This design comes from an exercise in tuning for small area, a short achievable clock period and few clock cycles on the open sky130 flow, not from production work. Only simulation tests tie the RTL to the original design; equivalence was not proved. No driver is modelled on the clock port, so clocking that relies on it looks cheaper here than on a real chip. Power and IR drop assume default switching activity.

Design mean_and_median_of_set, start of the top module:
module mean_and_median_of_set (
  input  logic                           clk_i,
  input  logic                           rst_ni,
  input  logic                           start,
  output logic                           busy,
  input  logic [mams_pkg::ResponseW-1:0] response_i,
  input  logic                           last_i,
  output logic                           valid_o,
  output logic [mams_pkg::CountW-1:0]    count_o,
  output logic [mams_pkg::TotalW-1:0]    total_o,
  output logic [mams_pkg::MeanW-1:0]     mean_q8_o,
  output logic [mams_pkg::MedianW-1:0]   median_o,
  output logic                           overflow_o
);
For scale: about 1200 cells after synthesis.
export LEC_CHECK = 0
export ABC_CLOCK_PERIOD_IN_PS = 2200
export CAP_MARGIN = 20
export CORE_MARGIN = 2
export CORE_UTILIZATION = 70
export CTS_CLUSTER_DIAMETER = 80
export CTS_CLUSTER_SIZE = 20
export PLACE_DENSITY = 0.8
export SETUP_SLACK_MARGIN = 3.8
export SLEW_MARGIN = 20
create_clock -name core_clock -period 6.0 [get_ports {clk_i}]
standard.sh (not shown) runs the stock make flow with config.mk's settings and CLKGATE_MAP_FILE= SYNTH_SCRIPT=/design/flow/synth_recipe.tcl, a recipe that flattens the netlist after the stock synthesis.
==> flow/flow/run.sh <==
#!/bin/bash
# The standard layout (standard.sh), with one change to the clock tree: after
# clock tree synthesis, the buffers that only pass the root buffer's output on
# to other clock buffers are taken out, so every leaf clock buffer hangs
# directly off the root buffer. All registers keep the same number of buffers
# (two) between the clock port and their clock pins; only the whole tree gets
# faster. Tool output goes to standard.log and flatten_clock.log.
here=$(pwd)
export POST_CTS_TCL="$here/flow/flatten_clock.tcl"
export FLATTEN_CLOCK_LOG="$here/flatten_clock.log"
bash standard.sh > standard.log 2>&1
==> flow/flow/flatten_clock.tcl <==
# Sourced by ORFS's cts.tcl after clock tree synthesis (POST_CTS_TCL).
# Takes out the clock buffers between the root buffer and the leaf buffers:
# each root-level branch buffer whose loads are all clock buffers has its
# loads moved onto the root buffer's output, and is removed.
set log [open $::env(FLATTEN_CLOCK_LOG) w]
set block [ord::get_db_block]
set port [$block findBTerm clk_i]
set pnet [$port getNet]
set roots {}
foreach it [$pnet getITerms] { lappend roots [$it getInst] }
puts $log "clock port drives [llength $roots] cell(s)"
foreach root $roots {
  set rout [$root findITerm X]
  if {$rout eq "NULL" || $rout eq ""} { continue }
  set rnet [$rout getNet]
  foreach it [$rnet getITerms] {
    set inst [$it getInst]
    if {$inst eq $root} { continue }
    if {![$it isInputSignal] && [[$it getMTerm] getName] ne "A"} { continue }
    if {![string match "sky130_fd_sc_hd__clkbuf_*" [[$inst getMaster] getName]]} { continue }
    set out [$inst findITerm X]
    set bnet [$out getNet]
    if {$bnet eq "NULL" || $bnet eq ""} { continue }
    set sinks {}
    set ok 1
    foreach s [$bnet getITerms] {
      if {[$s getInst] eq $inst} { continue }
      if {![string match "sky130_fd_sc_hd__clkbuf_*" [[[$s getInst] getMaster] getName]]} { set ok 0 }
      lappend sinks $s
    }
    if {!$ok || [llength $sinks] == 0} {
      puts $log "keep [$inst getName]: it drives registers"
      continue
    }
    foreach s $sinks {
      $s disconnect
      $s connect $rnet
    }
    $out disconnect
    $it disconnect
    puts $log "removed [$inst getName]: [llength $sinks] clock buffers moved to [$rnet getName]"
    odb::dbInst_destroy $inst
    odb::dbNet_destroy $bnet
  }
}
estimate_parasitics -placement
report_clock_latency
close $log
Testbench counts at the start, summed over its fixed seeds: cycles 54,465.
Edit:
==> flow/run.sh (new file) <==
#!/bin/bash
# synth_recipe.tcl (not shown) runs the flow's synth.tcl, then flattens the netlist and writes it again
# the make line also repeats each setting of config.mk as NAME=value (left out here)
make -C /OpenROAD-flow-scripts/flow DESIGN_CONFIG=/design/flow/config.mk WORK_HOME=/design/flow/orfs CLKGATE_MAP_FILE= SYNTH_SCRIPT=/design/flow/synth_recipe.tcl finish
removed: flow/flow/run.sh
removed: flow/flow/flatten_clock.tcl
removed: flow/standard.sh
The new run completed with no timing, DRC or antenna violations.
Die area stays the same.
Design area grows by 0.36%.
Clock power rose by about 8%.
Critical path depth stays the same.
Core utilization goes up by 0.28 points.
Combinational power is about the same.
Worst setup slack is worse by 0.043 ns.
Edit:
==> flow/flow/run.sh (new file) <==
#!/bin/bash
# The standard layout (standard.sh), with one change to the clock tree: after
# clock tree synthesis, the root clock buffer, which only passes the clock on
# to the two branch buffers, is taken out, so the clock port drives the branch
# buffers directly. Every register keeps the same number of buffers (two)
# between the clock port and its clock pin; only the whole tree gets faster.
# Tool output goes to standard.log and flatten_clock.log.
here=$(pwd)
export POST_CTS_TCL="$here/flow/flatten_clock.tcl"
export FLATTEN_CLOCK_LOG="$here/flatten_clock.log"
bash standard.sh > standard.log 2>&1
==> flow/flow/flatten_clock.tcl (new file) <==
set log [open $::env(FLATTEN_CLOCK_LOG) w]
set block [ord::get_db_block]
set port [$block findBTerm clk_i]
set pnet [$port getNet]
set roots [$pnet getITerms]
puts $log "clock port drives [llength $roots] cell pin(s)"
if {[llength $roots] == 1} {
  set rin [lindex $roots 0]
  set root [$rin getInst]
  set rout [$root findITerm X]
  set rnet [$rout getNet]
  set sinks {}
  set ok [string match "sky130_fd_sc_hd__clkbuf_*" [[$root getMaster] getName]]
  foreach s [$rnet getITerms] {
    if {[$s getInst] eq $root} { continue }
    if {![string match "sky130_fd_sc_hd__clkbuf_*" [[[$s getInst] getMaster] getName]]} { set ok 0 }
    lappend sinks $s
  }
  if {$ok && [llength $sinks] >= 1 && [llength $sinks] <= 4} {
    foreach s $sinks {
      $s disconnect
      $s connect $pnet
    }
    $rout disconnect
    $rin disconnect
    puts $log "removed [$root getName]: port now drives [llength $sinks] clock buffers"
    odb::dbInst_destroy $root
    odb::dbNet_destroy $rnet
  } else {
    puts $log "kept the root buffer: [llength $sinks] loads, all clock buffers: $ok"
  }
}
estimate_parasitics -placement
close $log
==> flow/standard.sh (new file) <==
#!/bin/bash
# synth_recipe.tcl (not shown) runs the flow's synth.tcl, then flattens the netlist and writes it again
# the make line also repeats each setting of config.mk as NAME=value (left out here)
make -C /OpenROAD-flow-scripts/flow DESIGN_CONFIG=/design/flow/config.mk WORK_HOME=/design/flow/orfs CLKGATE_MAP_FILE= SYNTH_SCRIPT=/design/flow/synth_recipe.tcl "${@:-finish}"
removed: flow/run.sh
The new run produced a clean layout.
Worst hold slack stays flat.
Critical path depth increases by 7.
Cell area decreases slightly.
Register-to-register slack is better by 0.02 ns.
Core utilization decreases by 0.31 points.
Fmax increases by a few percent.
Non-clock buffer count decreases by 4.
Count of clock-buffer cells in the layout decreases by 1.
Clock power decreases by a few percent.
Edit:
ABC_CLOCK_PERIOD_IN_PS = unset   (was 2200)
CORE_UTILIZATION = 65   (was 70)
PLACE_DENSITY = 0.75   (was 0.8)
Outcome:
- power goes down by about 2.5%
- wire length goes down by about 5.6%
- first-iteration DRC count goes up by about 19%
- cell count goes up by 1.9%
- setup slack is worse by 0.048 ns
- utilization goes down by 4.3 points
- non-clock buffer count goes down by 3
- synthesized area does not change
Edit:
ABC_CLOCK_PERIOD_IN_PS = 2200   (was unset)
CORE_UTILIZATION = 70   (was 65)
PLACE_DENSITY = 0.8   (was 0.75)
SETUP_SLACK_MARGIN = 3.65   (was 3.8)
What happened: Die area goes down by a few percent. Critical path depth goes down by 5. Cell count goes down by a few percent. Sequential power is about the same.

alpha:
mean_and_median_of_set, a different RTL version from the one above (not shown whole).
Size in the first run: about 1,200 cells after synthesis, ~240 flip-flops, ~46 I/O pins, ~13,000 sq um of cells after synthesis.
==> flow/config.mk <==
export PLATFORM = sky130hd
export DESIGN_NAME = mean_and_median_of_set
export DESIGN_NICKNAME = mean_and_median_of_set
export VERILOG_FILES = /design/flow/design.v
export SDC_FILE = /design/flow/constraint.sdc
export NUM_CORES = 4
export LEC_CHECK = 0
export ABC_CLOCK_PERIOD_IN_PS = 3000
export CAP_MARGIN = 20
export CORE_MARGIN = 2
export CORE_UTILIZATION = 70
export CTS_CLUSTER_DIAMETER = 80
export CTS_CLUSTER_SIZE = 20
export PLACE_DENSITY = 0.8
export SETUP_SLACK_MARGIN = 3.8
export SLEW_MARGIN = 20
==> flow/constraint.sdc <==
create_clock -name core_clock -period 6.0 [get_ports {clk_i}]
set_input_delay 1.2000 -clock core_clock [delete_from_list [all_inputs] [get_ports {clk_i}]]
set_output_delay 1.2000 -clock core_clock [all_outputs]
set_load 0.01 [all_outputs]
run.sh (not shown) runs the stock make flow with config.mk's settings and CLKGATE_MAP_FILE= SYNTH_SCRIPT=/design/flow/synth_recipe.tcl, a recipe that flattens the netlist after the stock synthesis.
Stock flow here: none of the scripts above is used.
alpha went all the way through synthesis, placement and routing and the layout is clean on timing, DRC and antenna.
Testbench counts of alpha, summed over its fixed seeds: cycles 54,377.
diff inputs: alpha => beta
# alpha
export LEC_CHECK = 0
export ABC_CLOCK_PERIOD_IN_PS = 3000
export CAP_MARGIN = 20
export CORE_MARGIN = 2
export CORE_UTILIZATION = 70
export CTS_CLUSTER_DIAMETER = 80
export CTS_CLUSTER_SIZE = 20
export PLACE_DENSITY = 0.8
export SETUP_SLACK_MARGIN = 3.8
export SLEW_MARGIN = 20
create_clock -name core_clock -period 6.0 [get_ports {clk_i}]
# beta
export LEC_CHECK = 0
export CAP_MARGIN = 20
export CORE_MARGIN = 2
export CORE_UTILIZATION = 80
export CTS_CLUSTER_DIAMETER = 80
export CTS_CLUSTER_SIZE = 20
export PLACE_DENSITY = 0.9
export SETUP_SLACK_MARGIN = 3.8
export SLEW_MARGIN = 20
create_clock -name core_clock -period 6.0 [get_ports {clk_i}]
Findings:
beta finished end to end and its layout was clean on timing, DRC and antenna.
Detail-routed net length per standard cell: beta vs alpha up 6.9 um
Post-detailed-routing wire length delta for beta relative to alpha: 38% higher
beta gives more reported net switching power than alpha did.
beta vs alpha: count of non-CTS buffers in the layout up by more than 10%
alpha vs beta, beginning of the critical path: u_div.dn_q[0] vs k_q[5]
Fraction of standard cell area that is sequential (higher): alpha
Looking at number of antenna violations at the first check in global routing across beta and alpha, the one that comes out lower is alpha.
Setup changes, beta to gamma
# beta
export LEC_CHECK = 0
export CAP_MARGIN = 20
export CORE_MARGIN = 2
export CORE_UTILIZATION = 80
export CTS_CLUSTER_DIAMETER = 80
export CTS_CLUSTER_SIZE = 20
export PLACE_DENSITY = 0.9
export SETUP_SLACK_MARGIN = 3.8
export SLEW_MARGIN = 20
create_clock -name core_clock -period 6.0 [get_ports {clk_i}]
# gamma
export LEC_CHECK = 0
export ABC_CLOCK_PERIOD_IN_PS = 1800
export CAP_MARGIN = 20
export CORE_MARGIN = 2
export CORE_UTILIZATION = 70
export CTS_CLUSTER_DIAMETER = 80
export CTS_CLUSTER_SIZE = 20
export PLACE_DENSITY = 0.8
export SETUP_SLACK_MARGIN = 3.8
export SLEW_MARGIN = 20
create_clock -name core_clock -period 6.0 [get_ports {clk_i}]
Notes after the runs:
Cell area after placement ended up about 0.36% higher on gamma than on beta.
beta ended up with k_q[5] as its start point of the critical path; gamma ended up with u_div.dn_q[0].
Side by side, die area turned out higher in gamma than in beta.
Post-route clock period utilization: gamma vs beta down 4.0 points
Worst-case setup margin in the final layout improves in gamma relative to beta.
Here is what was changed in the inputs of delta compared with gamma.
# gamma
export LEC_CHECK = 0
export ABC_CLOCK_PERIOD_IN_PS = 1800
export CAP_MARGIN = 20
export CORE_MARGIN = 2
export CORE_UTILIZATION = 70
export CTS_CLUSTER_DIAMETER = 80
export CTS_CLUSTER_SIZE = 20
export PLACE_DENSITY = 0.8
export SETUP_SLACK_MARGIN = 3.8
export SLEW_MARGIN = 20
create_clock -name core_clock -period 6.0 [get_ports {clk_i}]
# delta
export LEC_CHECK = 0
export ABC_CLOCK_PERIOD_IN_PS = 2200
export CAP_MARGIN = 20
export CORE_MARGIN = 2
export CORE_UTILIZATION = 70
export CTS_CLUSTER_DIAMETER = 80
export CTS_CLUSTER_SIZE = 20
export PLACE_DENSITY = 0.8
export SETUP_SLACK_MARGIN = 3.8
export SLEW_MARGIN = 20
create_clock -name core_clock -period 6.0 [get_ports {clk_i}]
Findings:
- Area after synthesis delta (gamma -> delta): insignificant
- From gamma to delta the numbers moved as follows: hold slack neither gained nor lost much; final area neither gained nor lost much.

-- port drivers added, routing unchanged --
How much do the figures lean on ideal ports? The routed layouts below were timed once more, with nothing changed but the port constraints.
Step 1 sets driving cells, clkbuf_16 on the clock port and buf_2 on the other inputs (assumed; they add their load-dependent delay and slew).
Step 2, shift: input delay + t, output delay - t, t = (earliest + latest rising clock arrival at the registers) / 2. This alone moves slack from input paths to output paths.
Three values: ideal ports, drivers, drivers and shift; two values: the first two.
| run | t (ns) | setup WS [ns] | worst setup path at the end | worst slew at a driven data input, ns |
|---|---|---|---|---|
| the first run of note 1 | 0.485 | 3.773 / 3.727 / 3.579 | input to register | 0.03 |
| the second run of note 1 | 0.530 | 3.731 / 3.685 / 3.578 | input to register | 0.03 |
| the third run of note 1 | 0.410 | 3.857 / 3.799 / 3.580 | input to register | 0.03 |
| the fourth run of note 1 | 0.407 | 3.809 / 3.809 / 3.571 | input to register | 0.03 |
| the fifth run of note 1 | 0.414 | 3.684 / 3.623 / 3.630 | input to register | 0.03 |
| alpha | 0.526 | 3.710 / 3.665 / 3.533 | input to register | 0.03 |
| beta | 0.534 | 3.471 / 3.471 / 3.409 | input to register | 0.04 |
| gamma | 0.526 | 3.710 / 3.665 / 3.533 | input to register | 0.03 |
| delta | 0.526 | 3.710 / 3.665 / 3.533 | input to register | 0.03 |
After both steps setup and hold are still met in every run listed. The setup slack of the third run of note 1, which loses most, moves by -0.058 ns with the drivers and by -0.277 ns with both steps.
